Optimization exercise on an open flow, not production practice. RTL: at most simulated, not proved equivalent. Function not checked: runs 1 and 2. Power: default activity.

==> flow/design.v <==
package conv_pkg;
   localparam int LANE_W = 8;
   typedef enum logic [1:0] {
      IDLE  = 2'd0,
      RUN   = 2'd1,
      DRAIN = 2'd2
   } state_e;
   function automatic logic [31:0] ceil_div(input logic [31:0] num, input logic [31:0] den);
      ceil_div = (num + den - 32'd1) / den;
   endfunction
endpackage
module conv_out_fifo #(
   parameter int WIDTH = 65,
   parameter int DEPTH = 16,
   localparam int SD   = DEPTH - 1
) (
   input  logic             clk,
   input  logic             reset,
   input  logic             push_i,      
   input  logic [WIDTH-1:0] wrData_i,
   input  logic             ready_i,     
   output logic [WIDTH-1:0] rdData_o,
   output logic             valid_o,     
   output logic             empty_o,     
   output logic             one_d_o,     
   output logic             full_d_o     
);
   logic [SD-1:0][WIDTH-1:0] mem_q;
   logic [WIDTH-1:0] head_q;
   logic             headTakesMem, headHold;
   logic [SD-1:0]    wrOH_q, rdOH_q, wrOH_d, we_q, hold_q;
   logic             valid_q, empty_q, one_q, notFull_q;
   logic             eq2, eq15;
   logic             pop;
   logic             headTakesIn;
   logic             empty_d, one_d, full_d;
   logic [WIDTH-1:0] memRd;
   assign pop = ready_i && !empty_q;
   assign eq2  = |(wrOH_q & {rdOH_q[SD-2:0], rdOH_q[SD-1]});
   assign eq15 = |(rdOH_q & {wrOH_q[SD-2:0], wrOH_q[SD-1]});
   assign headTakesIn = empty_q || (one_q && ready_i);
   assign empty_d = (empty_q && !push_i) || (one_q && pop && !push_i);
   assign one_d   = (empty_q && push_i) || (one_q && (push_i == pop)) ||
                    (eq2 && pop && !push_i);
   assign full_d  = (!notFull_q && !pop) || (eq15 && push_i && !pop);
   assign wrOH_d = (push_i && !headTakesIn) ? {wrOH_q[SD-2:0], wrOH_q[SD-1]} : wrOH_q;
   always_ff @(posedge clk or negedge reset) begin
      if (!reset) begin
         wrOH_q    <= SD'(1);
         we_q      <= SD'(1);
         hold_q    <= ~SD'(1);
         rdOH_q    <= SD'(1);
         valid_q   <= 1'b0;
         empty_q   <= 1'b1;
         one_q     <= 1'b0;
         notFull_q <= 1'b1;
      end else begin
         wrOH_q    <= wrOH_d;
         we_q      <= full_d ? '0 : wrOH_d;
         hold_q    <= full_d ? '1 : ~wrOH_d;
         if (pop && !one_q) rdOH_q <= {rdOH_q[SD-2:0], rdOH_q[SD-1]};
         valid_q   <= !empty_d;
         empty_q   <= empty_d;
         one_q     <= one_d;
         notFull_q <= !full_d;
      end
   end
   always_comb begin
      memRd = '0;
      for (int i = 0; i < SD; i++) memRd = memRd | (mem_q[i] & {WIDTH{rdOH_q[i]}});
   end
   assign headTakesMem = !headTakesIn && ready_i;
   assign headHold     = !headTakesIn && !ready_i;
   always_ff @(posedge clk) begin
      for (int i = 0; i < SD; i++)
         mem_q[i] <= (mem_q[i] & {WIDTH{hold_q[i]}}) | (wrData_i & {WIDTH{we_q[i]}});
      head_q <= (head_q & {WIDTH{headHold}}) | (wrData_i & {WIDTH{headTakesIn}}) |
                (memRd & {WIDTH{headTakesMem}});
   end
   assign rdData_o = head_q;
   assign valid_o  = valid_q;
   assign empty_o  = empty_q;
   assign one_d_o  = one_d;
   assign full_d_o = full_d;
endmodule
import conv_pkg::*;
module conv_output_stream #(
   parameter int LANES      = 8,
   parameter int DIM_W      = 16,
   parameter int FIFO_DEPTH = 16
) (
   input  logic                    clk,
   input  logic                    reset,
   input  logic                    start,
   input  logic [DIM_W-1:0]        In_Channel,
   input  logic [DIM_W-1:0]        Matrix_Col,
   input  logic [DIM_W-1:0]        Matrix_Row,
   input  logic [LANE_W*LANES-1:0] sData,
   input  logic                    sValid,
   output logic                    sReady,
   output logic [LANE_W*LANES-1:0] mData_payload,
   output logic                    mData_valid,
   input  logic                    mData_ready,
   output logic                    mData_last,
   output logic                    mData_rowEnd,
   output logic                    layer_done
);
   localparam int DATA_W = LANE_W * LANES;
   localparam int FIFO_W = DATA_W + 1;
   localparam int CNT_W  = $clog2(FIFO_DEPTH) + 1;
   localparam int LW     = $clog2(LANES);
   localparam int GRP_W  = DIM_W - LW;
   logic              idle_q, run_q, drain_q;
   logic              sReady_q, last_q, layerDone_q;
   logic [GRP_W-1:0]  grpCnt_q, grpInit_q;
   logic              remZero_q;
   logic [DIM_W-1:0]  colCnt_q, colInit_q;
   logic [DIM_W-1:0]  rowCnt_q;
   logic              lastGroup_q, lastCol_q, lastRow_q;
   logic              grpOne_q, colOne_q;
   logic [LANES-1:0]  keepLast_q;
   logic              accept;
   logic              runEnd;
   logic              dimZero;
   logic              take;
   logic              beatRowEnd;
   logic [DATA_W-1:0] beatData;
   logic              idle_d, run_d, drain_d;
   logic              lastGroup_d;
   logic              inGrpOne, inColOne, inRowOne;
   logic [LANES-1:0]  inKeepLast;
   logic              grpNextLast, colNextLast, rowNextLast;
   logic              fifoValid, fifoEmpty, fifoOne_d, fifoFull_d;
   logic              stall_q;
   logic [FIFO_W-1:0] fifoRdData;
   assign sReady     = sReady_q;
   assign accept     = sValid && !stall_q;
   assign beatRowEnd = lastGroup_q && lastCol_q;
   assign runEnd     = accept && lastGroup_q && lastCol_q && lastRow_q;
   assign dimZero    = (In_Channel == '0) || (Matrix_Col == '0) || (Matrix_Row == '0);
   assign take       = start && !dimZero;
   assign layer_done = layerDone_q;
   assign mData_last = last_q;
   assign idle_d  = idle_q ? !take : (drain_q && fifoEmpty);
   assign run_d   = run_q ? !runEnd : (idle_q && take);
   assign drain_d = drain_q ? !fifoEmpty : (run_q && runEnd);
   assign inGrpOne = (In_Channel[DIM_W-1:LW] == '0) || (In_Channel == DIM_W'(LANES));
   assign inColOne = (Matrix_Col == DIM_W'(1));
   assign inRowOne = (Matrix_Row == DIM_W'(1));
   always_comb begin
      for (int i = 0; i < LANES; i++)
         inKeepLast[i] = (In_Channel[LW-1:0] == '0) || (In_Channel[LW-1:0] > LW'(i));
   end
   assign grpNextLast = remZero_q ? (grpCnt_q == GRP_W'(2)) : (grpCnt_q == GRP_W'(1));
   assign colNextLast = (colCnt_q == DIM_W'(2));
   assign rowNextLast = (rowCnt_q == DIM_W'(2));
   assign lastGroup_d = lastGroup_q ? grpOne_q : grpNextLast;
   always_ff @(posedge clk or negedge reset) begin
      if (!reset) begin
         idle_q      <= 1'b1;
         run_q       <= 1'b0;
         drain_q     <= 1'b0;
         sReady_q    <= 1'b0;
         stall_q     <= 1'b1;
         layerDone_q <= 1'b0;
      end else begin
         idle_q      <= idle_d;
         run_q       <= run_d;
         drain_q     <= drain_d;
         sReady_q    <= run_d && !fifoFull_d;
         stall_q     <= !run_d || fifoFull_d;
         layerDone_q <= (idle_q && start && dimZero) || (drain_q && fifoEmpty);
      end
   end
   always_ff @(posedge clk) last_q <= drain_d && fifoOne_d;
   always_ff @(posedge clk) begin
      if (idle_q) begin
         grpCnt_q    <= In_Channel[DIM_W-1:LW];
         grpInit_q   <= In_Channel[DIM_W-1:LW];
         remZero_q   <= (In_Channel[LW-1:0] == '0);
         colCnt_q    <= Matrix_Col;
         colInit_q   <= Matrix_Col;
         rowCnt_q    <= Matrix_Row;
         grpOne_q    <= inGrpOne;
         colOne_q    <= inColOne;
         lastGroup_q <= inGrpOne;
         lastCol_q   <= inColOne;
         lastRow_q   <= inRowOne;
         keepLast_q  <= inKeepLast;
      end else if (accept) begin
         lastGroup_q <= lastGroup_d;
         if (!lastGroup_q) begin
            grpCnt_q <= grpCnt_q - GRP_W'(1);
         end else begin
            grpCnt_q <= grpInit_q;
            if (!lastCol_q) begin
               colCnt_q  <= colCnt_q - DIM_W'(1);
               lastCol_q <= colNextLast;
            end else begin
               colCnt_q  <= colInit_q;
               lastCol_q <= colOne_q;
               rowCnt_q  <= rowCnt_q - DIM_W'(1);
               lastRow_q <= rowNextLast;
            end
         end
      end
   end
   always_comb begin
      for (int i = 0; i < LANES; i++) begin
         beatData[i*LANE_W +: LANE_W] = (keepLast_q[i] || !lastGroup_q) ?
                                        sData[i*LANE_W +: LANE_W] : '0;
      end
   end
   conv_out_fifo #(
      .WIDTH (FIFO_W),
      .DEPTH (FIFO_DEPTH)
   ) u_fifo (
      .clk       (clk),
      .reset     (reset),
      .push_i    (accept),
      .wrData_i  ({beatRowEnd, beatData}),
      .ready_i   (mData_ready),
      .rdData_o  (fifoRdData),
      .valid_o   (fifoValid),
      .empty_o   (fifoEmpty),
      .one_d_o   (fifoOne_d),
      .full_d_o  (fifoFull_d)
   );
   assign mData_valid = fifoValid;
   assign {mData_rowEnd, mData_payload} = fifoRdData;
endmodule
==> flow/flow/run.sh <==
#!/bin/bash
# Standard ORFS layout, except that the port buffers are plain buf_2 cells instead
# of the delay cell buffer_ports picks by default, and the resizer may change a
# cell's footprint when it sizes it.
set -euo pipefail
bash standard.sh synth > synth.log 2>&1
bash standard.sh "BUFFER_PORTS_ARGS=-buffer_cell sky130_fd_sc_hd__buf_2" MATCH_CELL_FOOTPRINT=0 finish > layout.log 2>&1
==> flow/standard.sh <==
#!/bin/bash
# synth_recipe.tcl (not shown) runs the flow's synth.tcl, then flattens the netlist and writes it again
# the make line also repeats each setting of config.mk as NAME=value (left out here)
make -C /OpenROAD-flow-scripts/flow DESIGN_CONFIG=/design/flow/config.mk WORK_HOME=/design/flow/orfs CLKGATE_MAP_FILE= SYNTH_SCRIPT=/design/flow/synth_recipe.tcl "${@:-finish}"
==> flow/config.mk <==
export PLATFORM = sky130hd
export DESIGN_NAME = conv_output_stream
export DESIGN_NICKNAME = conv_output_stream
export VERILOG_FILES = /design/flow/design.v
export SDC_FILE = /design/flow/constraint.sdc
export NUM_CORES = 4
export LEC_CHECK = 0
export CAP_MARGIN = 20
export CORE_MARGIN = 2
export CORE_UTILIZATION = 65
export CTS_CLUSTER_DIAMETER = 90
export CTS_CLUSTER_SIZE = 24
export SETUP_SLACK_MARGIN = 3.0
export SLEW_MARGIN = 20
export TNS_END_PERCENT = 30
==> flow/constraint.sdc <==
create_clock -name core_clock -period 5.0 [get_ports {clk}]
set_input_delay 1.0000 -clock core_clock [delete_from_list [all_inputs] [get_ports {clk}]]
set_output_delay 1.0000 -clock core_clock [all_outputs]
set_load 0.01 [all_outputs]
==> metrics.md, run 1 <==
| Metric | Value |
|---|---|
| Status | `no timing/DRC/antenna violations` |
| Total gr overflow | `0` |
| Seq cells post-synth | `1198` |
| Core Util, Final | `between 70 and 80%` |
| Routed Wire Length | `167000 µm` |
| Min-delay worst type | `primary input to async pin` |
| Met1 Use GR | `58.6%` |
| IO Pins | `186` |
| Yosys warnings | `2` |
| Setup violations, final | `0` |
| Max-slew headroom | `16.1%` |
| Routability cong. | `0.853` |
| Critical Path RT | `approximately 4.0 ns` |
| Power Dens Cells | `approximately 400 nW/µm²` |
| Hold buffers post-CTS | `0` |
| Most Crowded Layer GR | `met2` |
| Die ar. | `roughly 71000 µm²` |
| GRT met3 Usage | `12.0%` |
| Slowest stage cell, crit path | `dfrtp_1` |
| # rows | `95` |
| Unrepaired setup endpoints after global routing | `true` |
| Dpl cells | `4588` |
| Crit path buf inv count | `1` |
| Worst path cell trace | `buf_2` |
| Finished Layout Cells | `4741` |
| All-Layer GR Usage | `44.6%` |
| Arr. time, crit path | `1.21 ns` |
| Worst path max stage delay | `0.41 ns` |
| CTS max path bufs | `3` |
| Family with the most delay on the worst path | `flip-flops` |
| Synth cell types | `58` |
| DRT Pass-1 Iters | `9` |
| Vias | `37500` |
| RR Startpoint | `u_fifo.we_q[8]$_DFF_PN0_` |
| Slew @ Worst Pin | `around 1.3 ns` |
| CTS tree | `built` |
| Dpl hpwl | `roughly 78000 µm` |
| Post-route ant nets | `0` |
| Peak VDD IR | `0.334 mV` |
| Crit path launch type | `flip-flop` |
| Commonest register cell after synthesis | `dfxtp_1` |
| Pin count of the biggest net entering global routing | `66` |
| Post-synth EDFFs | `87` |
| Initial Util | `66.0%` |
| Die H | `around 270 µm` |
| Post-DR vias/cell | `roughly 8` |
| Final Hold Vio Count | `0` |
| Core Area | `67400 µm²` |
| Layout Nets | `a little under 4000` |
| Critical path peak fanout | `1` |
| Tmin final | `2.21 ns` |
| CTS Buf Count | `between 50 and 60` |
| Worst Clk Skew | `0.0380 ns` |
| Critical path class | `flip-flop to output port` |
| Slew Limit Fails | `0` |
| Synthesized cell area | `44500 µm²` |
| Net Count, Synth | `roughly 4000` |
| Dpl ws | `1.78 ns` |
| FMAX | `452 MHz` |
| Final Cycle Share | `44.3%` |
| Starting DRC count in detailed routing | `6734` |
| Reg2Reg Capture Point | `u_fifo.mem_q[522]$_DFF_P_` |
| H-tree depth | `2` |
| Chip width | `approximately 270 µm` |
| Syn_area_per_cell | `11.2 µm²` |
| Worst reg-to-reg setup slack | `2.87 ns` |
| Initial antenna violation count | `5` |
| P&R area growth vs syn | `8.99%` |
| TNS Setup | `0 ns` |
| Clk slew on worst S/H paths | `0.10 ns` |
| Clock latency on the worst-skew pair | `0.68 ns` |
| Share of layout cells above drive strength 1 | `14.1%` |
| Final worst setup slack | `between 2 and 3 ns` |
| Cells after Synth | `3987` |
| Number of global-route vias before repair | `36200` |
| Pwr Total | `19.7 mW` |
| WL/cell | `35.3 µm` |
| First-pass GRT wire length | `237000 µm` |
| Global Route met2 Usage | `around 67%` |
| Clock sink total | `around 1200` |
| IO Port Bufs | `185` |
| Max_cap viols | `0` |
| Critical path endpoint category | `output port` |
| Final routed DRC violation total | `0` |
| CTS root buffer | `clkbuf_16` |
| Worst reg-to-reg path cell count | `2` |
| Lkg Pwr | `18.5 nW` |
| FFs w/ async S/R, synth | `about 5.8%` |
| Sequential area share after synthesis | `56.7%` |
placed cells by master, fill, tap and decap left out, types with 40 or more instances in the layout:
master       n
nor3b_1     66
a22oi_1    384
dfxtp_2     51
a222oi_1    66
edfxtp_1    87
dfrtp_4     40
a22o_1     984
dfxtp_1    975
nand4_1     73
and2_1      57
buf_6       76
o21ai_0     89
buf_4       73
a21oi_1     78
clkbuf_16   62
nand3_1     66
nand2_1    134
buf_2      118
area by class of cell:
| type | count | area [µm²] |
|---|---|---|
| clock buffer | 65 | 1410 |
| fill | 4741 | 18900 |
| tap | 873 | 1090 |
| timing repair buffer | 308 | 2870 |
| sequential | 1198 | 25500 |
| timing repair inverter | 1 | 5.00 |
| multi-input combinational | 2260 | 17400 |
| antenna | 7 | 17.5 |
| clock inverter | 2 | 12.5 |
| inverter | 27 | 108 |
kinds of logic after synthesis:
group / synth area share [%]
buffers and inverters: 4.66
DFF: 56.7
and+or+nand+nor: 6.52
adders and majority gates: 0.197
AOI/OAI and AO/OA: 30.1
xor gates and xnor gates: 0.650
muxes: 1.14
sequential cells by signal (all words and copies together) (netlist names), 15 cells and up:
signal         flops
colInit_q         16
colCnt_q          16
u_fifo.wrOH_q     15
u_fifo.rdOH_q     15
u_fifo.head_q     65
u_fifo.mem_q     975
u_fifo.hold_q     15
u_fifo.we_q       15
rowCnt_q          16
power breakdown:
group / switching (mW) / internal [mW] / total [mW] / leakage (nW)
clock: 3.02 / 2.00 / 5.02 / 0.698
combinational: 2.13 / 1.41 / 3.55 / 7.72
sequential: 0.637 / 10.5 / 11.1 / 10.1
timing repair:
action                     in CTS  in global routing
setup endpoints to repair    1149                895
cloned                          2                  5
buffers inserted               21                 47
gates resized for setup        50                183
pin swaps                       0                  7
synthesized netlist by cell type, types with 10 or more instances:
| cell | n | area share (%) |
|---|---|---|
| dfxtp_1 | 1041 | 47 |
| a21oi_1 | 78 | 0.88 |
| nor4_1 | 15 | 0.21 |
| nand2_1 | 139 | 1.2 |
| nor2_1 | 37 | 0.31 |
| xor2_1 | 11 | 0.22 |
| nor3b_1 | 67 | 1.1 |
| inv_1 | 26 | 0.22 |
| nand3_1 | 66 | 0.74 |
| a22oi_1 | 384 | 6.5 |
| a22o_1 | 984 | 19 |
| and2_1 | 58 | 0.82 |
| a221o_1 | 10 | 0.23 |
| nand2b_1 | 13 | 0.18 |
| dfrtp_1 | 62 | 3.5 |
| nor3_1 | 14 | 0.16 |
| nand4_1 | 73 | 1.0 |
| edfxtp_1 | 87 | 5.9 |
| xnor2_1 | 22 | 0.43 |
| buf_1 | 40 | 0.34 |
| clkbuf_1 | 449 | 3.8 |
| mux2i_1 | 27 | 0.61 |
| o21ai_0 | 89 | 1.0 |
| a222oi_1 | 66 | 1.5 |
| mux2_2 | 21 | 0.53 |
stage by stage:
| step | hold slack [ns] | area, µm² |
|---|---|---|
| 2_1_floorplan | 0.439 | 44600 |
| 3_3_place_gp | 0.452 | 45100 |
| 3_5_place_dp | 0.453 | 45100 |
| 4_1_cts | 0.421 | 47000 |
| 5_1_grt | 0.466 | 48400 |
| 6_report | 0.415 | 48500 |
worst max path at each step:
stage,start,endpoint,slack [ns],depth (start not counted)
floorplan,In_Channel[1],sReady_q$_DFF_PN0_,2.80,5
global placement,mData_ready,u_fifo.rdOH_q[11]$_DFFE_PN0P_,1.82,5
detailed placement,mData_ready,u_fifo.rdOH_q[3]$_DFFE_PN0P_,1.78,5
CTS,layerDone_q$_DFF_PN0_,layer_done,2.78,1
global route,sReady_q$_DFF_PN0_,sReady,2.77,1
finish,sReady_q$_DFF_PN0_,sReady,2.79,1
layer usage:
| layer | vias to the layer above | routed length [µm] |
|---|---|---|
| met1 | 18300 | 60700 |
| met3 | 776 | 24400 |
| met5 | - | 22 |
| met4 | 4 | 10300 |
| li1 | 15100 | - |
| met2 | 3406 | 71900 |
==> run 2: changes to the inputs <==
--- a/flow/design.v
+++ b/flow/design.v
@@ -30,3 +30,3 @@
    logic             headTakesMem, headHold;
-   logic [SD-1:0]    wrOH_q, rdOH_q, wrOH_d, we_q, hold_q;
+   logic [SD-1:0]    wrOH, rdOH_q, wrOH_d, we_q, hold_q;
    logic             valid_q, empty_q, one_q, notFull_q;
@@ -38,4 +38,5 @@
    assign pop = ready_i && !empty_q;
-   assign eq2  = |(wrOH_q & {rdOH_q[SD-2:0], rdOH_q[SD-1]});
-   assign eq15 = |(rdOH_q & {wrOH_q[SD-2:0], wrOH_q[SD-1]});
+   assign wrOH = notFull_q ? we_q : rdOH_q;
+   assign eq2  = |(we_q & {rdOH_q[SD-2:0], rdOH_q[SD-1]});
+   assign eq15 = |(rdOH_q & {we_q[SD-2:0], we_q[SD-1]});
    assign headTakesIn = empty_q || (one_q && ready_i);
@@ -45,6 +46,5 @@
    assign full_d  = (!notFull_q && !pop) || (eq15 && push_i && !pop);
-   assign wrOH_d = (push_i && !headTakesIn) ? {wrOH_q[SD-2:0], wrOH_q[SD-1]} : wrOH_q;
+   assign wrOH_d = (push_i && !headTakesIn) ? {wrOH[SD-2:0], wrOH[SD-1]} : wrOH;
    always_ff @(posedge clk or negedge reset) begin
       if (!reset) begin
-         wrOH_q    <= SD'(1);
          we_q      <= SD'(1);
@@ -57,3 +57,2 @@
       end else begin
-         wrOH_q    <= wrOH_d;
          we_q      <= full_d ? '0 : wrOH_d;
==> flow/flow/run.sh (replaced) <==
#!/bin/bash
# Standard ORFS layout, except that the port buffers are plain buf_2 cells instead
# of the delay cell buffer_ports picks by default.
set -euo pipefail
bash standard.sh synth > synth.log 2>&1
bash standard.sh "BUFFER_PORTS_ARGS=-buffer_cell sky130_fd_sc_hd__buf_2" finish > layout.log 2>&1
--- a/flow/config.mk
+++ b/flow/config.mk
@@ -10,6 +10,5 @@
 export CORE_UTILIZATION = 65
-export CTS_CLUSTER_DIAMETER = 90
-export CTS_CLUSTER_SIZE = 24
+export CTS_CLUSTER_DIAMETER = 100
+export CTS_CLUSTER_SIZE = 30
 export SETUP_SLACK_MARGIN = 3.0
 export SLEW_MARGIN = 20
-export TNS_END_PERCENT = 30
==> metrics.md, run 2 <==
| Metric | Value |
|---|---|
| Simple-Gate Fraction of Synth Area | `6.52% (about the same)` |
| Dpl hpwl | `77700 µm (about the same)` |
| Worst reg-to-reg path cell count | `2 (unchanged)` |
| Post-DP Area | `44900 µm² (-0.61%)` |
| Mux cell area share after synthesis | `1.48% (+0.34 points)` |
| Final Cycle Share | `45.0% (+0.72 points)` |
| Net Count, Synth | `4101 (-0.24%)` |
| RR Startpoint | `u_fifo.hold_q[5]$_DFF_PN0_` |
| WL/cell | `35.4 µm (+0.23%)` |
| FMAX | `444 MHz (-1.6%)` |
| # rows | `95 (unchanged)` |
| P&R area growth vs syn | `9.51%` |
| Commonest register cell after synthesis | `dfxtp_1` |
| Seq cells post-synth | `1183 (-1.3%)` |
| TNS Setup | `0 ns (unchanged)` |
| Critical path class | `flip-flop to output port` |
| CTS tree | `built` |
| Lkg Pwr | `19.7 nW (+6.6%)` |
| Finished Layout Cells | `4749 (+0.17%)` |
| Pin count of the biggest net entering global routing | `115 (+74%)` |
| Peak VDD IR | `0.491 mV (+47%)` |
| Yosys top cell area share | `47.0% (+0.17 points)` |
| Number of global-route vias before repair | `36500 (+0.80%)` |
| Initial Util | `65.8% (-0.13 points)` |
| Max_cap viols | `0 (unchanged)` |
| Post-route ant nets | `0 (unchanged)` |
| Pwr Total | `34.8 mW (+77%)` |
| Setup violations, final | `0 (unchanged)` |
| Post-synthesis compound-gate area fraction | `30.4% (+0.27 points)` |
| Power Dens Cells | `717 nW/µm² (+77%)` |
| Clock latency on the worst-skew pair | `0.67 ns (about the same)` |
| Largest area contributor in the netlist | `dfxtp_1` |
| Routability cong. | `0.866 (+1.4%)` |
| Critical path endpoint category | `output port` |
| Yosys warnings | `2 (unchanged)` |
| Critical path peak fanout | `1 (unchanged)` |
| Critical Path RT | `4.00 ns (about the same)` |
| IO Port Bufs | `185 (unchanged)` |
| Synth top area cells | `dfxtp_1, a22o_1, a22oi_1, edfxtp_1, clkbuf_1` |
| Share of layout cells above drive strength 1 | `16.3% (+2.2 points)` |
| Slew Limit Fails | `0 (unchanged)` |
| Worst reg-to-reg setup slack | `2.94 ns (+0.07 ns)` |
| First-pass GRT wire length | `242000 µm (+2.0%)` |
| Largest register FFs | `975 (unchanged)` |
| Layout Nets | `3983 (+0.20%)` |
| Starting DRC count in detailed routing | `6965 (+3.4%)` |
| CTS Buf Count | `45 (-18%)` |
| Dpl cells | `4564 (-0.52%)` |
| Family with the most delay on the worst path | `flip-flops` |
| Final instance area | `48500 µm² (+0.11%)` |
| Vias | `37900 (+0.93%)` |
| Synth top cells by count | `dfxtp_1, a22o_1, clkbuf_1, a22oi_1, nand2_1` |
| Status | `no timing/DRC/antenna violations` |
| Tmin final | `2.25 ns (+0.0359 ns)` |
| Count leader, synth | `dfxtp_1` |
| Worst path max stage delay | `0.44 ns (+0.03 ns)` |
| Final routed DRC violation total | `0 (unchanged)` |
| Sequential area share after synthesis | `56.1% (-0.64 points)` |
| Clock sink total | `1183 (-1.3%)` |
| DRT Pass-1 Iters | `18 (+9)` |
| Worst setup startpoint | `u_fifo.valid_q$_DFF_PN0_` |
| Post-synth EDFFs | `87 (unchanged)` |
| Crit path launch type | `flip-flop` |
| Crit path to | `mData_valid` |
| Unrepaired setup endpoints after global routing | `true` |
| Post-DR vias/cell | `7.98 (+0.76%)` |
| Most frequent cells in the layout | `a22o_1, dfxtp_1, a22oi_1, nand2_1, buf_2` |
| Global Route met2 Usage | `68.9% (+1.7 points)` |
| Most Crowded Layer GR | `met2` |
| Synth cell types | `59 (+1.7%)` |
| Crit path buf inv count | `1 (unchanged)` |
| Die ar. | `70200 µm² (-0.36%)` |
| Clk slew on worst S/H paths | `0.12 ns (+0.02 ns)` |
| Final Hold Vio Count | `0 (unchanged)` |
| Hold buffers post-CTS | `0 (unchanged)` |
| H-tree depth | `2 (unchanged)` |
| Main combinational cell family by area after synthesis | `compound AO/OA/AOI/OAI gates` |
| Synthesized cell area | `44300 µm² (-0.37%)` |
| All-Layer GR Usage | `45.8% (+1.2 points)` |
| Slowest stage cell, crit path | `dfrtp_1` |
| Largest registers | `u_fifo.mem_q x975, u_fifo.head_q x65` |
| GRT met3 Usage | `12.5% (+0.44 points)` |
| Min-delay worst type | `flip-flop to flip-flop` |
| Slew @ Worst Pin | `1.29 ns (+0.0301 ns)` |
| Met1 Use GR | `59.9% (+1.3 points)` |
| Worst Clk Skew | `0.0285 ns (-0.00951 ns)` |
| Reg2Reg Capture Point | `u_fifo.mem_q[365]$_DFF_P_` |
| CP Depth | `1 (unchanged)` |
| Cells after Synth | `3977 (-0.25%)` |
| Syn_area_per_cell | `11.1 µm² (-0.12%)` |
| Top reg by flops | `u_fifo.mem_q` |
| Synthesized-area fraction occupied by adder cells | `0.198% (+0.00073 points)` |
| Core Util, Final | `72.1% (+0.21 points)` |
| Commonest non-fill, non-tap cell in the layout | `a22o_1` |
| Core Area | `67300 µm² (-0.18%)` |
| IO Pins | `186 (unchanged)` |
| Die H | `265 µm (-0.18%)` |
| Total gr overflow | `0 (unchanged)` |
| FFs w/ async S/R, synth | `4.65% (-1.2 points)` |
| Chip width | `265 µm (-0.18%)` |
| Arr. time, crit path | `1.25 ns (+0.04 ns)` |
| XOR/XNOR share of the synthesized area | `0.633% (-0.017 points)` |
| Worst path cell trace | `buf_6` |
| Max-slew headroom | `14.1% (-2.0 points)` |
| CTS root buffer | `clkbuf_16` |
| Initial antenna violation count | `7 (+2)` |
| CTS max path bufs | `3 (unchanged)` |
| Routed Wire Length | `168000 µm (+0.39%)` |
run 2: repair_timing:
| action | CTS | global route |
|---|---|---|
| gates resized for setup | 209 | 74 |
| setup buffers | 68 | 46 |
| endpoints found under the setup margin | 679 | 684 |
| gates cloned | 2 | 2 |
| pin swaps | 6 | 15 |
run 2: kinds of logic after synthesis:
| logic type | Yosys count |
|---|---|
| AO/OA/AOI/OAI | 1659 |
| AND/OR/NAND/NOR | 515 |
| XOR/XNOR | 32 |
| flip-flops | 1183 |
| adder cells (fa/ha/maj) | 7 |
| multiplexers | 49 |
| buffers and inverters | 532 |
run 2: how the worst min path moves through the flow:
stage,cells after the start,slack (ns),start,to
6_report,1,0.49,u_fifo.mem_q[326]$_DFF_P_,u_fifo.mem_q[326]$_DFF_P_
5_1_grt,1,0.50,u_fifo.mem_q[67]$_DFF_P_,u_fifo.mem_q[67]$_DFF_P_
2_1_floorplan,1,0.44,u_fifo.mem_q[651]$_DFF_P_,u_fifo.mem_q[651]$_DFF_P_
3_5_place_dp,1,0.45,u_fifo.mem_q[917]$_DFF_P_,u_fifo.mem_q[917]$_DFF_P_
3_3_place_gp,1,0.46,u_fifo.mem_q[390]$_DFF_P_,u_fifo.mem_q[390]$_DFF_P_
4_1_cts,1,0.49,u_fifo.mem_q[590]$_DFF_P_,u_fifo.mem_q[590]$_DFF_P_
run 2: routing by layer:
metal	wire length (µm)	part of all wire (%)
met5	50	0.030
met4	11300	6.7
met1	60000	36
met3	25200	15
met2	71400	43
run 2: metrics by stage:
| stage | setup WS [ns] | hold slack [ns] |
|---|---|---|
| 6_report | 2.75 | 0.491 |
| 5_1_grt | 2.75 | 0.499 |
| 4_1_cts | 2.75 | 0.488 |
| 3_5_place_dp | 1.86 | 0.455 |
| 3_3_place_gp | 1.94 | 0.456 |
| 2_1_floorplan | 2.71 | 0.442 |
run 2: power by group:
group          switching [mW]  total [mW]  internal (mW)  leakage [nW]
Clock                    2.94        4.69           1.74         0.611
Sequential               4.43        18.9           14.4          10.2
Combinational            6.33        11.3           4.92          8.88
Total                    13.7        34.8           21.1          19.7
run 2: cell type report:
| class | instances | area (µm²) |
|---|---|---|
| antenna | 3 | 7.51 |
| clock buffer | 57 | 1210 |
| clock inverter | 4 | 32.5 |
| fill | 4707 | 18800 |
| inverter | 12 | 48.8 |
| multi-input combinational | 2264 | 17700 |
| sequential | 1183 | 25100 |
| tap | 873 | 1090 |
| timing repair buffer | 353 | 3310 |
run 2: worst reg2reg max path, cell delays in order, from the launching register on:
cell,delay (ns)
dfrtp_4,1.04
buf_4,0.68
a22o_1,0.26
==> run 3: changes to the inputs <==
--- a/flow/design.v
+++ b/flow/design.v
@@ -30,3 +30,3 @@
    logic             headTakesMem, headHold;
-   logic [SD-1:0]    wrOH, rdOH_q, wrOH_d, we_q, hold_q;
+   logic [SD-1:0]    wrOH_q, rdOH_q, wrOH_d, we_q, hold_q;
    logic             valid_q, empty_q, one_q, notFull_q;
@@ -38,5 +38,4 @@
    assign pop = ready_i && !empty_q;
-   assign wrOH = notFull_q ? we_q : rdOH_q;
-   assign eq2  = |(we_q & {rdOH_q[SD-2:0], rdOH_q[SD-1]});
-   assign eq15 = |(rdOH_q & {we_q[SD-2:0], we_q[SD-1]});
+   assign eq2  = |(wrOH_q & {rdOH_q[SD-2:0], rdOH_q[SD-1]});
+   assign eq15 = |(rdOH_q & {wrOH_q[SD-2:0], wrOH_q[SD-1]});
    assign headTakesIn = empty_q || (one_q && ready_i);
@@ -46,5 +45,6 @@
    assign full_d  = (!notFull_q && !pop) || (eq15 && push_i && !pop);
-   assign wrOH_d = (push_i && !headTakesIn) ? {wrOH[SD-2:0], wrOH[SD-1]} : wrOH;
+   assign wrOH_d = (push_i && !headTakesIn) ? {wrOH_q[SD-2:0], wrOH_q[SD-1]} : wrOH_q;
    always_ff @(posedge clk or negedge reset) begin
       if (!reset) begin
+         wrOH_q    <= SD'(1);
          we_q      <= SD'(1);
@@ -57,2 +57,3 @@
       end else begin
+         wrOH_q    <= wrOH_d;
          we_q      <= full_d ? '0 : wrOH_d;
@@ -131,2 +132,6 @@
    logic              grpNextLast, colNextLast, rowNextLast;
+   logic [GRP_W-1:0]  grpAcc;
+   logic [DIM_W-1:0]  colAcc, rowAcc;
+   logic              lastColAcc, lastRowAcc;
+   logic              busy, hold;
    logic              fifoValid, fifoEmpty, fifoOne_d, fifoFull_d;
@@ -174,33 +179,35 @@
    always_ff @(posedge clk) last_q <= drain_d && fifoOne_d;
+   always_comb begin
+      grpAcc       = lastGroup_q ? grpInit_q : grpCnt_q - GRP_W'(1);
+      colAcc       = colCnt_q;
+      lastColAcc   = lastCol_q;
+      rowAcc       = rowCnt_q;
+      lastRowAcc   = lastRow_q;
+      if (lastGroup_q) begin
+         colAcc     = lastCol_q ? colInit_q : colCnt_q - DIM_W'(1);
+         lastColAcc = lastCol_q ? colOne_q : colNextLast;
+         if (lastCol_q) begin
+            rowAcc     = rowCnt_q - DIM_W'(1);
+            lastRowAcc = rowNextLast;
+         end
+      end
+   end
+   assign busy = run_q || drain_q;
+   assign hold = busy && !accept;
    always_ff @(posedge clk) begin
-      if (idle_q) begin
-         grpCnt_q    <= In_Channel[DIM_W-1:LW];
-         grpInit_q   <= In_Channel[DIM_W-1:LW];
-         remZero_q   <= (In_Channel[LW-1:0] == '0);
-         colCnt_q    <= Matrix_Col;
-         colInit_q   <= Matrix_Col;
-         rowCnt_q    <= Matrix_Row;
-         grpOne_q    <= inGrpOne;
-         colOne_q    <= inColOne;
-         lastGroup_q <= inGrpOne;
-         lastCol_q   <= inColOne;
-         lastRow_q   <= inRowOne;
-         keepLast_q  <= inKeepLast;
-      end else if (accept) begin
-         lastGroup_q <= lastGroup_d;
-         if (!lastGroup_q) begin
-            grpCnt_q <= grpCnt_q - GRP_W'(1);
-         end else begin
-            grpCnt_q <= grpInit_q;
-            if (!lastCol_q) begin
-               colCnt_q  <= colCnt_q - DIM_W'(1);
-               lastCol_q <= colNextLast;
-            end else begin
-               colCnt_q  <= colInit_q;
-               lastCol_q <= colOne_q;
-               rowCnt_q  <= rowCnt_q - DIM_W'(1);
-               lastRow_q <= rowNextLast;
-            end
-         end
-      end
+      grpCnt_q    <= (In_Channel[DIM_W-1:LW] & {GRP_W{idle_q}}) | (grpAcc & {GRP_W{accept}}) |
+                     (grpCnt_q & {GRP_W{hold}});
+      colCnt_q    <= (Matrix_Col & {DIM_W{idle_q}}) | (colAcc & {DIM_W{accept}}) |
+                     (colCnt_q & {DIM_W{hold}});
+      rowCnt_q    <= (Matrix_Row & {DIM_W{idle_q}}) | (rowAcc & {DIM_W{accept}}) |
+                     (rowCnt_q & {DIM_W{hold}});
+      lastGroup_q <= (inGrpOne && idle_q) || (lastGroup_d && accept) || (lastGroup_q && hold);
+      lastCol_q   <= (inColOne && idle_q) || (lastColAcc && accept) || (lastCol_q && hold);
+      lastRow_q   <= (inRowOne && idle_q) || (lastRowAcc && accept) || (lastRow_q && hold);
+      grpInit_q   <= (In_Channel[DIM_W-1:LW] & {GRP_W{idle_q}}) | (grpInit_q & {GRP_W{busy}});
+      colInit_q   <= (Matrix_Col & {DIM_W{idle_q}}) | (colInit_q & {DIM_W{busy}});
+      remZero_q   <= ((In_Channel[LW-1:0] == '0) && idle_q) || (remZero_q && busy);
+      grpOne_q    <= (inGrpOne && idle_q) || (grpOne_q && busy);
+      colOne_q    <= (inColOne && idle_q) || (colOne_q && busy);
+      keepLast_q  <= (inKeepLast & {LANES{idle_q}}) | (keepLast_q & {LANES{busy}});
    end
==> flow/flow/run.sh (replaced) <==
#!/bin/bash
# Standard ORFS layout, except that the port buffers are plain buf_2 cells instead
# of the delay cell buffer_ports picks by default, and the resizer may change a
# cell's footprint when it sizes it.
set -euo pipefail
bash standard.sh synth > synth.log 2>&1
bash standard.sh "BUFFER_PORTS_ARGS=-buffer_cell sky130_fd_sc_hd__buf_2" MATCH_CELL_FOOTPRINT=0 finish > layout.log 2>&1
--- a/flow/config.mk
+++ b/flow/config.mk
@@ -10,4 +10,4 @@
 export CORE_UTILIZATION = 65
-export CTS_CLUSTER_DIAMETER = 100
-export CTS_CLUSTER_SIZE = 30
+export CTS_CLUSTER_DIAMETER = 90
+export CTS_CLUSTER_SIZE = 24
 export SETUP_SLACK_MARGIN = 3.0
==> metrics.md, run 3 <==
| Metric | Value |
|---|---|
| Slew Limit Fails | `0 (unchanged)` |
| Fill cell count | `4814 (+2.3%)` |
| P&R area growth vs syn | `9.04%` |
| Family with the most delay on the worst path | `flip-flops` |
| Slew @ Worst Pin | `1.20 ns (-0.0846 ns)` |
| Dpl hpwl | `80200 µm (+3.3%)` |
| Routed Wire Length | `165000 µm (-1.8%)` |
| Lkg Pwr | `18.3 nW (-6.9%)` |
| Routability cong. | `0.865 (about the same)` |
| CTS root buffer | `clkbuf_16` |
| IO Pins | `186 (unchanged)` |
| Critical path peak fanout | `1 (unchanged)` |
| Number of global-route vias before repair | `37200 (+1.9%)` |
| Arr. time, crit path | `1.21 ns (-0.04 ns)` |
| Final Cycle Share | `44.1% (-0.88 points)` |
| Commonest non-fill, non-tap cell in the layout | `a22o_1` |
| Yosys warnings | `2 (unchanged)` |
| Pin count of the biggest net entering global routing | `59 (-49%)` |
| IO Port Bufs | `185 (unchanged)` |
| Chip width | `264 µm (-0.40%)` |
| DRT Pass-1 Iters | `8 (-10)` |
| Pwr Total | `18.2 mW (-48%)` |
| Setup violations, final | `0 (unchanged)` |
| H-tree depth | `2 (unchanged)` |
| Critical path endpoint category | `output port` |
| Unrepaired setup endpoints after global routing | `true` |
| Status | `no timing/DRC/antenna violations` |
| Worst Clk Skew | `0.0361 ns (+0.00756 ns)` |
| CTS max path bufs | `3 (unchanged)` |
| TNS Setup | `0 ns (unchanged)` |
| Crit path launch type | `flip-flop` |
| Commonest register cell after synthesis | `dfxtp_1` |
| Largest register FFs | `975 (unchanged)` |
| Most frequent cells in the layout | `a22o_1, dfxtp_1, a22oi_1, nand3_1, buf_2` |
| Vias | `37800 (-0.38%)` |
| # rows | `95 (unchanged)` |
| Post-DR vias/cell | `7.87 (-1.4%)` |
| All-Layer GR Usage | `45.3% (-0.52 points)` |
| FMAX | `453 MHz (+2.0%)` |
| Clk slew on worst S/H paths | `0.10 ns (-0.02 ns)` |
| Total gr overflow | `0 (unchanged)` |
| Min-delay worst type | `primary input to async pin` |
| Yosys top cell area share | `51.4% (+4.4 points)` |
| Die ar. | `69700 µm² (-0.80%)` |
| Share of layout cells above drive strength 1 | `15.3% (-0.94 points)` |
| Final Hold Vio Count | `0 (unchanged)` |
| CTS tree | `built` |
| Post-synth EDFFs | `0 (-100%)` |
| Synth top cells by count | `dfxtp_1, a22o_1, clkbuf_1, a22oi_1, nand3_1` |
| Clock latency on the worst-skew pair | `0.68 ns (about the same)` |
| RR Startpoint | `u_fifo.we_q[8]$_DFF_PN0_` |
| Max_cap viols | `0 (unchanged)` |
| Peak VDD IR | `0.294 mV (-40%)` |
| Register area | `24600 µm² (-2.0%)` |
| CTS Buf Count | `55 (+22%)` |
| Dpl ws | `1.86 ns (-0.00400 ns)` |
| Synth top area cells | `dfxtp_1, a22o_1, a22oi_1, clkbuf_1, dfrtp_1` |
| Starting DRC count in detailed routing | `5849 (-16%)` |
| Final routed DRC violation total | `0 (unchanged)` |
| First-pass GRT wire length | `240000 µm (-0.88%)` |
| Tmin final | `2.21 ns (-0.0442 ns)` |
| Clock sink total | `1199 (+1.4%)` |
| Initial antenna violation count | `2 (-5)` |
| Post-route ant nets | `0 (unchanged)` |
| Seq cells post-synth | `1199 (+1.4%)` |
| Worst setup startpoint | `u_fifo.valid_q$_DFF_PN0_` |
| Area taken by multi-input logic gates | `17900 µm² (+1.1%)` |
| Final worst setup slack | `2.79 ns (+0.0442 ns)` |
| Critical Path RT | `4.00 ns (about the same)` |
| WL/cell | `34.4 µm (-2.7%)` |
| Largest area contributor in the netlist | `dfxtp_1` |
| Syn_area_per_cell | `10.8 µm² (-2.7%)` |
| Top reg by flops | `u_fifo.mem_q` |
| Count leader, synth | `dfxtp_1` |
| Sequential area share after synthesis | `55.5% (-0.62 points)` |
| Slowest stage cell, crit path | `dfrtp_1` |
| Power Dens Cells | `381 nW/µm² (-47%)` |
| Critical path class | `flip-flop to output port` |
| FFs w/ async S/R, synth | `5.84% (+1.2 points)` |
| Synthesized cell area | `43900 µm² (-0.81%)` |
| Cells after Synth | `4056 (+2.0%)` |
| Worst path cell trace | `buf_2` |
| Layout Nets | `4033 (+1.3%)` |
| Worst path max stage delay | `0.40 ns (-0.04 ns)` |
| Synth cell types | `66 (+12%)` |
| Max-slew headroom | `19.7% (+5.6 points)` |
| Crit path buf inv count | `1 (unchanged)` |
| Die H | `264 µm (-0.40%)` |
| Core Area | `67000 µm² (-0.35%)` |
| Net Count, Synth | `4180 (+1.9%)` |
| Largest registers | `u_fifo.mem_q x975, u_fifo.head_q x65` |
| Initial Util | `65.5% (-0.30 points)` |
## run 3: cell types whose count changed in the layout (fill, tap and decap cells not counted), moves of 63 or more
cell	delta
edfxtp_1	-87
nor2_1	+79
nand3_1	+86
nor3b_1	-63
dfxtp_1	+79
nand4_1	-76
a22o_1	+90
a22oi_1	-94
## run 3: final cells by class
cell class | count | share of cell area [%]
diodes | 2 | 0.0104
clock buffers | 69 | 3.07
flip-flops and latches | 1199 | 51.4
inverters | 27 | 0.212
well taps | 873 | 2.28
repair buffers | 314 | 5.73
multi-input cells | 2312 | 37.3
## run 3: metrics by stage
stage,hold WS (ns),utilization (%),instances,cell area [µm²]
6_report,0.404,71.5,4796,47900
5_1_grt,0.448,71.5,4795,47900
4_1_cts,0.409,70.6,4763,47300
3_5_place_dp,0.426,66.7,4653,44700
3_3_place_gp,0.430,66.6,4653,44700
2_1_floorplan,0.407,-,4056,44100
## run 3: cells by family (layout without fill, tap and decap cells)
| family | after synthesis | in the layout | share of synthesized area [%] |
|---|---|---|---|
| and+or+nand+nor | 507 | 510 | 5.81 |
| AOI/OAI and AO/OA | 1747 | 1748 | 32.7 |
| DFF | 1199 | 1199 | 55.5 |
| adders and majority gates | 7 | 7 | 0.199 |
| other | 0 | 2 | 0 |
| buffers and inverters | 549 | 410 | 4.71 |
| xor gates and xnor gates | 10 | 10 | 0.199 |
| muxes | 37 | 37 | 0.891 |
## run 3: power breakdown
part | leakage [nW] | switching, mW | internal, mW
clock network | 0.717 | 3.01 | 2.07
logic | 7.66 | 1.36 | 1.21
registers | 9.96 | 0.508 | 10.1
total | 18.3 | 4.88 | 13.4
## run 3: routing by layer
metal / global-route usage [%] / share of wire (%) / wire (µm) / vias up
li1: - / - / - / 15300
met1: 58.0 / 37 / 60400 / 18600
met2: 69.0 / 43 / 71500 / 3051
met3: 12.2 / 14 / 22300 / 733
met4: 26.9 / 6.5 / 10700 / 0
met5: 0 / 0 / 0 / -
## run 3: what timing repair did
action                      CTS  global route
cloned                        5             3
resized for setup           221            87
setup endpoints to repair  1122           276
pin swaps                     9             5
setup buffers                36            28
hold buffers                  0             0
hold endpoints to repair      0             0
## run 3: worst paths after layout
| check | end | slack (ns) | cells past startpoint |
|---|---|---|---|
| worst max-delay path | mData_valid | 2.79 | 1 |
| worst min-delay path | layerDone_q$_DFF_PN0_ | 0.40 | 1 |
| worst max register to register | u_fifo.mem_q[569]$_DFF_P_ | 2.95 | 2 |
| worst min register to register | colInit_q[5]$_DFF_P_ | 0.46 | 2 |
| max in group asynchronous | u_fifo.rdOH_q[13]$_DFFE_PN0P_ | 3.55 | 2 |
| min in group core_clock | colInit_q[5]$_DFF_P_ | 0.46 | 2 |
==> run 4: changes to the inputs <==
==> flow/flow/run.sh (replaced) <==
#!/bin/bash
# Standard ORFS layout, except that:
#  - the port buffers are plain buf_2 cells instead of the delay cell buffer_ports
#    picks by default;
#  - the resizer may change a cell's footprint when it sizes it;
#  - clock tree synthesis uses a finer H-tree wire unit (shorter insertion delay).
set -euo pipefail
bash standard.sh synth > synth.log 2>&1
bash standard.sh "BUFFER_PORTS_ARGS=-buffer_cell sky130_fd_sc_hd__buf_2" MATCH_CELL_FOOTPRINT=0 \
  "CTS_ARGS=-sink_clustering_enable -repair_clock_nets -sink_clustering_size 24 -sink_clustering_max_diameter 90 -wire_unit 5" \
  finish > layout.log 2>&1
--- a/flow/config.mk
+++ b/flow/config.mk
@@ -9,3 +9,3 @@
 export CORE_MARGIN = 2
-export CORE_UTILIZATION = 65
+export CORE_UTILIZATION = 78
 export CTS_CLUSTER_DIAMETER = 90
==> metrics.md, run 4 <==
| Metric | Value |
|---|---|
| Syn_area_per_cell | `10.8 µm² (unchanged)` |
| CTS Buf Count | `55 (unchanged)` |
| Top reg by flops | `u_fifo.mem_q` |
| Setup violations, final | `0 (unchanged)` |
| Sequential area share after synthesis | `55.5% (unchanged)` |
| Crit path launch type | `flip-flop` |
| Worst reg-to-reg path cell count | `5 (+3)` |
| Final Hold Vio Count | `0 (unchanged)` |
| Worst path cell trace | `buf_8, a22oi_1, nand3_1, nor2_1, a21oi_1` |
| Critical path class | `flip-flop to flip-flop` |
| Slew @ Worst Pin | `1.10 ns (-0.101 ns)` |
| Vias | `39600 (+4.9%)` |
| IO Port Bufs | `185 (unchanged)` |
| Hold Path Stages | `2` |
| WL/cell | `34.8 µm (+1.2%)` |
| Yosys warnings | `2 (unchanged)` |
| Sw Pwr | `4.85 mW (-0.58%)` |
| Clk slew on worst S/H paths | `0.10 ns (about the same)` |
| Most frequent cells in the layout | `a22o_1, dfxtp_1, a22oi_1, nand3_1, buf_2` |
| Internal | `13.3 mW (-0.61%)` |
| # rows | `86 (-9.5%)` |
| Yosys top cell area share | `51.4% (unchanged)` |
| Post-route ant nets | `0 (unchanged)` |
| Clock network power share | `27.3% (-0.5 points)` |
| Core Area | `55400 µm² (-17%)` |
| H-tree depth | `2 (unchanged)` |
| Initial Util | `79.3% (+14 points)` |
| Core Util, Final | `85.8% (+14 points)` |
| Peak VDD IR | `0.370 mV (+26%)` |
| Synthesized cell area | `43900 µm² (unchanged)` |
| Worst path max stage delay | `0.75 ns (+0.35 ns)` |
| Layout Nets | `4021 (-0.30%)` |
| Seq cells post-synth | `1199 (unchanged)` |
| Routability cong. | `0.912 (+5.4%)` |
| Power Dens Cells | `381 nW/µm² (+0.12%)` |
| Commonest register cell after synthesis | `dfxtp_1` |
| CTS tree | `built` |
| Slowest stage cell, crit path | `dfrtp_2` |
| Critical path endpoint category | `flip-flop` |
| TNS Setup | `0 ns (unchanged)` |
| Count leader, synth | `dfxtp_1` |
| Number of global-route vias before repair | `37900 (+2.0%)` |
| Hold_ws | `0.438 ns (+0.0339 ns)` |
| Die ar. | `58200 µm² (-16%)` |
| Die H | `241 µm (-8.6%)` |
| All-Layer GR Usage | `52.5% (+7.2 points)` |
| First-pass GRT wire length | `232000 µm (-3.4%)` |
| Final routed DRC violation total | `0 (unchanged)` |
| Fill cell count | `2839 (-41%)` |
| CTS root buffer | `clkbuf_16` |
| Critical Path RT | `5.45 ns (+1.45 ns)` |
| Unrepaired setup endpoints after global routing | `true` |
| Routed Wire Length | `162000 µm (-1.6%)` |
| Cells after Synth | `4056 (unchanged)` |
| Post-synth EDFFs | `0 (unchanged)` |
| Status | `no timing/DRC/antenna violations` |
| P&R area growth vs syn | `8.26%` |
| FMAX | `409 MHz (-9.7%)` |
| Slew Limit Fails | `0 (unchanged)` |
| Commonest non-fill, non-tap cell in the layout | `a22o_1` |
| DRT Pass-1 Iters | `10 (+2)` |
| Final Cycle Share | `48.9% (+4.8 points)` |
| FFs w/ async S/R, synth | `5.84% (unchanged)` |
| Synth top cells by count | `dfxtp_1, a22o_1, clkbuf_1, a22oi_1, nand3_1` |
| Pin count of the biggest net entering global routing | `56 (-5.1%)` |
| Chip width | `241 µm (-8.6%)` |
| Dpl hpwl | `77400 µm (-3.5%)` |
| Largest area contributor in the netlist | `dfxtp_1` |
| Largest registers | `u_fifo.mem_q x975, u_fifo.head_q x65` |
| Clock sink total | `1199 (unchanged)` |
| CTS max path bufs | `3 (unchanged)` |
| Critical path peak fanout | `54 (+53)` |
| IO Pins | `186 (unchanged)` |
| Share of layout cells above drive strength 1 | `14.5% (-0.81 points)` |
| Max_cap viols | `0 (unchanged)` |
| Tmin final | `2.44 ns (+0.238 ns)` |
| Arr. time, crit path | `2.90 ns (+1.69 ns)` |
| Synth top area cells | `dfxtp_1, a22o_1, a22oi_1, clkbuf_1, dfrtp_1` |
| Logic pwr share | `14.2% (about the same)` |
| Max-slew headroom | `26.5% (+6.8 points)` |
| Lkg Pwr | `18.2 nW (-0.66%)` |
| Net Sw Frac | `26.8% (about the same)` |
| Synth cell types | `66 (unchanged)` |
| Net Count, Synth | `4180 (unchanged)` |
| Starting DRC count in detailed routing | `8385 (+43%)` |
| Post-DR vias/cell | `8.50 (+8.0%)` |
| Reg power frac | `58.5% (+0.4 points)` |
| Min-delay worst type | `flip-flop to flip-flop` |
| Largest register FFs | `975 (unchanged)` |
| Total gr overflow | `0 (unchanged)` |
| Initial antenna violation count | `8 (+6)` |
| Clock latency on the worst-skew pair | `0.62 ns (-0.06 ns)` |
| Worst Clk Skew | `0.0214 ns (-0.0147 ns)` |
==> run 4: cell type report <==
class / count / area, µm² / area share, %
sequential: 1199 / 24600 / 51.8
multi-input combinational: 2309 / 17800 / 37.4
timing repair buffer: 305 / 2660 / 5.59
clock buffer: 65 / 1410 / 2.97
tap: 748 / 936 / 1.97
inverter: 27 / 101 / 0.213
antenna: 6 / 15.0 / 0.0316
clock inverter: 1 / 8.76 / 0.0184
==> run 4: timing repair <==
| item | 4_1_cts | 5_1_grt |
|---|---|---|
| pin swaps | 2 | 9 |
| hold endpoints to repair | 0 | 0 |
| resized for setup | 247 | 51 |
| buffers inserted | 33 | 29 |
| endpoints found under the setup margin | 1222 | 307 |
| hold buffers | 0 | 0 |
| gates cloned | 1 | 4 |
==> run 4: logic make-up after synthesis <==
group | count (synthesis) | synth area share (%)
buffers and inverters | 549 | 4.71
xor gates and xnor gates | 10 | 0.199
and+or+nand+nor | 507 | 5.81
DFF | 1199 | 55.5
muxes | 37 | 0.891
adders and majority gates | 7 | 0.199
AOI/OAI and AO/OA | 1747 | 32.7
==> run 4: critical path: cells and delay by family (launching register included) <==
family | cells | cell delay [ns]
flip-flops | 1 | 0.75
AO/OA/AOI/OAI | 2 | 0.65
AND/OR/NAND/NOR | 2 | 0.24
buffers and inverters | 1 | 0.61
==> run 4: path summary, 6_finish.rpt <==
check                                              from                           end  slack [ns]
max                        u_fifo.rdOH_q[5]$_DFFE_PN0P_      u_fifo.head_q[6]$_DFF_P_        2.56
min                               keepLast_q[2]$_DFF_P_         keepLast_q[2]$_DFF_P_        0.44
max reg2reg                u_fifo.rdOH_q[5]$_DFFE_PN0P_      u_fifo.head_q[6]$_DFF_P_        2.56
min reg2reg                       keepLast_q[2]$_DFF_P_         keepLast_q[2]$_DFF_P_        0.44
max in group asynchronous                         reset  u_fifo.rdOH_q[3]$_DFFE_PN0P_        3.50
min in group asynchronous                         reset         layerDone_q$_DFF_PN0_        0.49
==> run 4: per-stage QoR <==
step                total power [mW]  cells  instance area [µm²]  worst slack [ns]
floorplan                       11.8   4056                44100              2.88
global placement                12.4   4521                44400              1.95
detailed placement              12.5   4521                44400              1.85
CTS                             17.7   4621                47000              2.83
global route                    18.5   4658                47600              2.71
finish                          18.1   4660                47600              2.56
==> run 4: power by group through the flow <==
stage	sequential, mW	clock (mW)	combinational [mW]
floorplan	10.6	0	1.21
global placement	10.6	0	1.81
detailed placement	10.6	0	1.90
CTS	10.5	4.85	2.32
global route	10.6	5.19	2.71
finish	10.6	4.95	2.58
==> run 4: metal layers <==
| layer | routed length [µm] | GRT usage, % | vias to the layer above | part of all wire, % |
|---|---|---|---|---|
| met3 | 28600 | 18.5 | 1281 | 18 |
| met4 | 13900 | 36.6 | 4 | 8.6 |
| met5 | 27 | 0 | - | 0.017 |
| met2 | 66900 | 77.0 | 4373 | 41 |
| li1 | - | - | 15300 | - |
| met1 | 52800 | 64.9 | 18600 | 33 |
==> run 5: changes to the inputs <==
--- a/flow/config.mk
+++ b/flow/config.mk
@@ -9,3 +9,3 @@
 export CORE_MARGIN = 2
-export CORE_UTILIZATION = 78
+export CORE_UTILIZATION = 55
 export CTS_CLUSTER_DIAMETER = 90
==> metrics.md, run 5 <==
| Metric | Value |
|---|---|
| Syn_area_per_cell | `10.8 µm² (unchanged)` |
| Commonest register cell after synthesis | `dfxtp_1` |
| Min-delay worst type | `flip-flop to flip-flop` |
| Post-DP Area | `44900 µm² (+1.1%)` |
| Most Crowded Layer GR | `met2` |
| CTS tree | `built` |
| Clock latency on the worst-skew pair | `0.65 ns (+0.03 ns)` |
| Worst reg-to-reg setup slack | `2.95 ns (+0.39 ns)` |
| Unrepaired setup endpoints after global routing | `true` |
| Initial Util | `55.6% (-24 points)` |
| TNS Setup | `0 ns (unchanged)` |
| Setup violations, final | `0 (unchanged)` |
| Max_cap viols | `0 (unchanged)` |
| Arr. time, crit path | `1.19 ns (-1.71 ns)` |
| Critical path peak fanout | `1 (-98%)` |
| Tmin final | `2.19 ns (-0.254 ns)` |
| Share of layout cells above drive strength 1 | `14.7% (+0.15 points)` |
| Crit path launch type | `flip-flop` |
| Min-delay src | `colInit_q[6]$_DFF_P_` |
| Global Route met2 Usage | `64.0% (-13 points)` |
| Final Hold Vio Count | `0 (unchanged)` |
| Sequential area share after synthesis | `55.5% (unchanged)` |
| Family with the most delay on the worst path | `flip-flops` |
| Seq cells post-synth | `1199 (unchanged)` |
| Slowest stage cell, crit path | `dfrtp_1` |
| Die H | `287 µm (+19%)` |
| Post-synth EDFFs | `0 (unchanged)` |
| Worst setup startpoint | `sReady_q$_DFF_PN0_` |
| Top reg by flops | `u_fifo.mem_q` |
| RR Startpoint | `u_fifo.hold_q[13]$_DFF_PN0_` |
| Layout Nets | `4021 (unchanged)` |
| Routability cong. | `0.822 (-9.9%)` |
| Cells after Synth | `4056 (unchanged)` |
| CTS max path bufs | `3 (unchanged)` |
| Critical path endpoint category | `output port` |
| Synthesized cell area | `43900 µm² (unchanged)` |
| Critical Path RT | `4.00 ns (-1.45 ns)` |
| First-pass GRT wire length | `247000 µm (+6.6%)` |
| Status | `no timing/DRC/antenna violations` |
| All-Layer GR Usage | `40.1% (-12 points)` |
| Most frequent cells in the layout | `a22o_1, dfxtp_1, a22oi_1, nand3_1, buf_2` |
| Synth top cells by count | `dfxtp_1, a22o_1, clkbuf_1, a22oi_1, nand3_1` |
| IO Pins | `186 (unchanged)` |
| DRT Pass-1 Iters | `8 (-2)` |
| Final instance area | `48000 µm² (+0.93%)` |
| Hold buffers post-CTS | `0 (unchanged)` |
| Synth top area cells | `dfxtp_1, a22o_1, a22oi_1, clkbuf_1, dfrtp_1` |
| Final Cycle Share | `43.8% (-5.1 points)` |
| Clock sink total | `1199 (unchanged)` |
| Pwr Total | `18.2 mW (+0.64%)` |
| Count leader, synth | `dfxtp_1` |
| Yosys warnings | `2 (unchanged)` |
| GRT met3 Usage | `7.86% (-11 points)` |
| Dpl hpwl | `81400 µm (+5.2%)` |
| Routed Wire Length | `172000 µm (+6.3%)` |
| Post-DR vias/cell | `7.52 (-12%)` |
| Number of global-route vias before repair | `36500 (-3.8%)` |
| H-tree depth | `2 (unchanged)` |
| Clk slew on worst S/H paths | `0.10 ns (about the same)` |
| Crit path buf inv count | `1 (unchanged)` |
| Largest register FFs | `975 (unchanged)` |
| Largest area contributor in the netlist | `dfxtp_1` |
| Slew Limit Fails | `0 (unchanged)` |
| CTS Buf Count | `56 (+1.8%)` |
| Slew @ Worst Pin | `1.16 ns (+0.0550 ns)` |
| Synth cell types | `66 (unchanged)` |
| Commonest non-fill, non-tap cell in the layout | `a22o_1` |
| Worst path cell trace | `buf_2` |
| Peak VDD IR | `0.294 mV (-21%)` |
| Die ar. | `82200 µm² (+41%)` |
| Lkg Pwr | `18.2 nW (+0.20%)` |
| Post-route ant nets | `0 (unchanged)` |
| Final routed DRC violation total | `0 (unchanged)` |
| Worst path max stage delay | `0.42 ns (-0.33 ns)` |
| Vias | `37300 (-5.9%)` |
| Pin count of the biggest net entering global routing | `66 (+18%)` |
| Yosys top cell area share | `51.4% (unchanged)` |
| FMAX | `457 MHz (+12%)` |
| CTS root buffer | `clkbuf_16` |
| Met1 Use GR | `52.3% (-13 points)` |
| Core Area | `79000 µm² (+43%)` |
| Critical path class | `flip-flop to output port` |
| P&R area growth vs syn | `9.27%` |
| Chip width | `287 µm (+19%)` |
| FFs w/ async S/R, synth | `5.84% (unchanged)` |
| # rows | `103 (+20%)` |
| Worst Clk Skew | `0.0379 ns (+0.0165 ns)` |
| Fill cell count | `6512 (+130%)` |
| Max-slew headroom | `22.8% (-3.7 points)` |
| Power Dens Cells | `380 nW/µm² (-0.29%)` |
| WL/cell | `34.8 µm (-0.11%)` |
| Total gr overflow | `0 (unchanged)` |
| Net Count, Synth | `4180 (unchanged)` |
| IO Port Bufs | `185 (unchanged)` |
| Starting DRC count in detailed routing | `5781 (-31%)` |
| Largest registers | `u_fifo.mem_q x975, u_fifo.head_q x65` |
| Initial antenna violation count | `5 (-3)` |
run 5: cell counts after synthesis:
No cell type changed its count.
run 5: logic make-up (layout without fill, tap and decap cells):
logic type / after synthesis / after routing / share of synthesized area [%]
multiplexers: 37 / 37 / 0.891
XOR/XNOR: 10 / 10 / 0.199
AND/OR/NAND/NOR: 507 / 510 / 5.81
flip-flops: 1199 / 1199 / 55.5
buffers and inverters: 549 / 397 / 4.71
AO/OA/AOI/OAI: 1747 / 1748 / 32.7
adder cells (fa/ha/maj): 7 / 7 / 0.199
other: 0 / 1 / 0
run 5: area by class of cell:
cell class / count / area (µm²) / area share (%)
diodes: 1 / 2.50 / 0.00521
clock buffers: 65 / 1460 / 3.03
clock inverters: 4 / 46.3 / 0.0964
inverters: 27 / 101 / 0.211
multi-input cells: 2312 / 17800 / 37.1
flip-flops and latches: 1199 / 24700 / 51.4
well taps: 1050 / 1310 / 2.74
repair buffers: 301 / 2580 / 5.38
run 5: worst paths after layout:
path | end | cells past startpoint
max | sReady | 1
max reg2reg | u_fifo.mem_q[870]$_DFF_P_ | 2
min reg2reg | colInit_q[6]$_DFF_P_ | 2
min in group asynchronous | u_fifo.valid_q$_DFF_PN0_ | 1
max in group asynchronous | u_fifo.we_q[1]$_DFF_PN0_ | 2
min | colInit_q[6]$_DFF_P_ | 2
run 5: repair_timing:
item | in CTS | in global routing
endpoints found under the setup margin | 1211 | 164
gates cloned | 2 | 4
pin swaps | 10 | 2
setup buffers | 37 | 23
resized for setup | 222 | 45
run 5: power by group:
part	internal [mW]	total [mW]	switching (mW)	leakage (nW)
clock network	2.08	5.19	3.11	0.735
registers	10.1	10.6	0.503	9.96
logic	1.15	2.46	1.31	7.55
run 5: metrics by stage:
stage               hold WS, ns  setup WS, ns  instances  utilization [%]
detailed placement        0.436          2.06       4823             56.9
CTS                       0.451          2.80       4931             60.3
floorplan                 0.407          2.88       4056                -
global placement          0.423          2.09       4823             56.9
global route              0.467          2.80       4958             60.8
finish                    0.450          2.81       4959             60.8
run 5: worst reg2reg max path, stage by stage (launching register included):
cell	delay [ns]
dfrtp_4	1.02
buf_4	0.69
a22o_1	0.27
run 5: metal layers:
| layer | share of wire [%] | routed length [µm] |
|---|---|---|
| met5 | 0.024 | 41 |
| met4 | 5.1 | 8850 |
| met3 | 11 | 19000 |
| met2 | 45 | 78100 |
| met1 | 39 | 66500 |
==> run 6: changes to the inputs <==
--- a/flow/config.mk
+++ b/flow/config.mk
@@ -9,6 +9,6 @@
 export CORE_MARGIN = 2
-export CORE_UTILIZATION = 55
+export CORE_UTILIZATION = 65
 export CTS_CLUSTER_DIAMETER = 90
 export CTS_CLUSTER_SIZE = 24
-export SETUP_SLACK_MARGIN = 3.0
+export SETUP_SLACK_MARGIN = 2.8
 export SLEW_MARGIN = 20
==> metrics.md, run 6 <==
| Metric | Value |
|---|---|
| Status | `no timing/DRC/antenna violations` |
| Max_cap viols | `0 (unchanged)` |
| Seq cells post-synth | `1199 (unchanged)` |
| Yosys top cell area share | `51.4% (unchanged)` |
| Max-slew headroom | `11.7% (-11 points)` |
| Syn_area_per_cell | `10.8 µm² (unchanged)` |
| Yosys warnings | `2 (unchanged)` |
| IO Pins | `186 (unchanged)` |
| Critical path endpoint category | `flip-flop` |
| Post-route ant nets | `0 (unchanged)` |
| Min-delay worst type | `flip-flop to flip-flop` |
| Critical path class | `flip-flop to flip-flop` |
| Most frequent cells in the layout | `dfxtp_1, a22o_1, a22oi_1, buf_2, nand3_1` |
| Largest registers | `u_fifo.mem_q x975, u_fifo.head_q x65` |
| Tmin final | `2.26 ns (+0.0667 ns)` |
| CTS tree | `built` |
| Synth top cells by count | `dfxtp_1, a22o_1, clkbuf_1, a22oi_1, nand3_1` |
| Most Crowded Layer GR | `met2` |
| Clk slew on worst S/H paths | `0.10 ns (about the same)` |
| Clock sink total | `1199 (unchanged)` |
| Number of global-route vias before repair | `36000 (-1.3%)` |
| Hold buffers post-CTS | `0 (unchanged)` |
| Synth cell types | `66 (unchanged)` |
| Top reg by flops | `u_fifo.mem_q` |
| P&R area growth vs syn | `5.35%` |
| FFs w/ async S/R, synth | `5.84% (unchanged)` |
| # rows | `95 (-7.8%)` |
| Cells after Synth | `4056 (unchanged)` |
| Net Count, Synth | `4180 (unchanged)` |
| TNS Setup | `0 ns (unchanged)` |
| Commonest register cell after synthesis | `dfxtp_1` |
| Initial Util | `65.5% (+9.9 points)` |
| FMAX | `443 MHz (-3.0%)` |
| Starting DRC count in detailed routing | `6019 (+4.1%)` |
| Post-DR vias/cell | `7.91 (+5.2%)` |
| Routability cong. | `0.843 (+2.6%)` |
| Total gr overflow | `0 (unchanged)` |
| Power Dens Cells | `376 nW/µm² (-0.98%)` |
| Critical Path RT | `5.56 ns (+1.56 ns)` |
| Critical path peak fanout | `35 (+34)` |
| Slew @ Worst Pin | `1.32 ns (+0.167 ns)` |
| Commonest non-fill, non-tap cell in the layout | `dfxtp_1` |
| Met1 Use GR | `57.6% (+5.3 points)` |
| Fill cell count | `5029 (-23%)` |
| Chip width | `264 µm (-7.9%)` |
| Worst path cell trace | `buf_4, a22o_1` |
| Crit path launch type | `flip-flop` |
| CTS max path bufs | `3 (unchanged)` |
| Core Area | `67000 µm² (-15%)` |
| Count leader, synth | `dfxtp_1` |
| Largest area contributor in the netlist | `dfxtp_1` |
| GRT met3 Usage | `10.6% (+2.8 points)` |
| Final routed DRC violation total | `0 (unchanged)` |
| IO Port Bufs | `185 (unchanged)` |
| Sequential area share after synthesis | `55.5% (unchanged)` |
| Lkg Pwr | `17.7 nW (-3.3%)` |
| Final Cycle Share | `45.1% (+1.3 points)` |
| Die H | `264 µm (-7.9%)` |
| Die ar. | `69700 µm² (-15%)` |
| Largest register FFs | `975 (unchanged)` |
| Final worst setup slack | `2.74 ns (-0.0667 ns)` |
| All-Layer GR Usage | `43.6% (+3.5 points)` |
| Post-synth EDFFs | `0 (unchanged)` |
| Final Hold Vio Count | `0 (unchanged)` |
| Initial antenna violation count | `5 (unchanged)` |
| Peak VDD IR | `0.365 mV (+24%)` |
| Global Route met2 Usage | `67.2% (+3.2 points)` |
| Dpl hpwl | `78300 µm (-3.8%)` |
| Slew Limit Fails | `0 (unchanged)` |
| DRT Pass-1 Iters | `9 (+1)` |
| H-tree depth | `2 (unchanged)` |
[run 6: metal layers]
layer / wire length, µm / part of all wire [%] / up-vias
met5: 0 / 0 / -
met4: 9280 / 5.8 / 0
met3: 21900 / 14 / 675
met2: 69800 / 44 / 3127
met1: 59300 / 37 / 18400
li1: - / - / 15200
[run 6: power by group]
group	switching, mW	internal [mW]	leakage (nW)	total [mW]
Sequential	0.441	10.0	9.95	10.5
Combinational	1.22	0.769	7.01	1.99
Clock	2.97	2.00	0.693	4.97
[run 6: layout make-up]
| cell class | count | area [µm²] | area share, % |
|---|---|---|---|
| antenna | 4 | 10.0 | 0.0216 |
| clock buffer | 64 | 1410 | 3.05 |
| clock inverter | 1 | 8.76 | 0.0189 |
| inverter | 27 | 101 | 0.219 |
| multi-input combinational | 2310 | 17600 | 38.1 |
| sequential | 1199 | 24500 | 52.9 |
| tap | 873 | 1090 | 2.36 |
| timing repair buffer | 247 | 1560 | 3.38 |
[run 6: worst max-delay path, delay by kind of cell (launching register included)]
kind,cells,cell delay [ns]
flip-flops,1,1.20
AO/OA/AOI/OAI,1,0.26
buffers and inverters,1,0.71
[run 6: logic make-up after synthesis]
group | after synthesis | synth area share, %
AO/OA/AOI/OAI | 1747 | 32.7
adder cells (fa/ha/maj) | 7 | 0.199
multiplexers | 37 | 0.891
XOR/XNOR | 10 | 0.199
flip-flops | 1199 | 55.5
AND/OR/NAND/NOR | 507 | 5.81
buffers and inverters | 549 | 4.71
[run 6: final timing paths]
path                                                endpoint  cells after the start  slack, ns                         from
worst min-delay path                   keepLast_q[2]$_DFF_P_                      2       0.44        keepLast_q[2]$_DFF_P_
worst max register to register     u_fifo.mem_q[940]$_DFF_P_                      2       2.74  u_fifo.hold_q[14]$_DFF_PN0_
min in group asynchronous              layerDone_q$_DFF_PN0_                      1       0.50                        reset
worst min register to register         keepLast_q[2]$_DFF_P_                      2       0.44        keepLast_q[2]$_DFF_P_
worst max-delay path               u_fifo.mem_q[940]$_DFF_P_                      2       2.74  u_fifo.hold_q[14]$_DFF_PN0_
max in group asynchronous       u_fifo.rdOH_q[0]$_DFFE_PN1P_                      2       3.51                        reset
[run 6: what timing repair did]
action	in CTS	in global routing
buffers inserted	2	4
cloned	1	1
resized for setup	28	35
pin swaps	1	1
hold endpoints to repair	0	0
endpoints found under the setup margin	1104	113
[run 6: stage by stage]
step / total power [mW] / hold WS (ns) / area [µm²] / utilization, % / std cells
finish: 17.4 / 0.440 / 46300 / 69.0 / 4725
global route: 17.9 / 0.471 / 46300 / 69.0 / 4723
CTS: 17.3 / 0.441 / 46100 / 68.8 / 4716
floorplan: 11.8 / 0.407 / 44000 / - / 4056
global placement: 12.4 / 0.417 / 44600 / 66.5 / 4648
detailed placement: 12.5 / 0.426 / 44600 / 66.5 / 4648
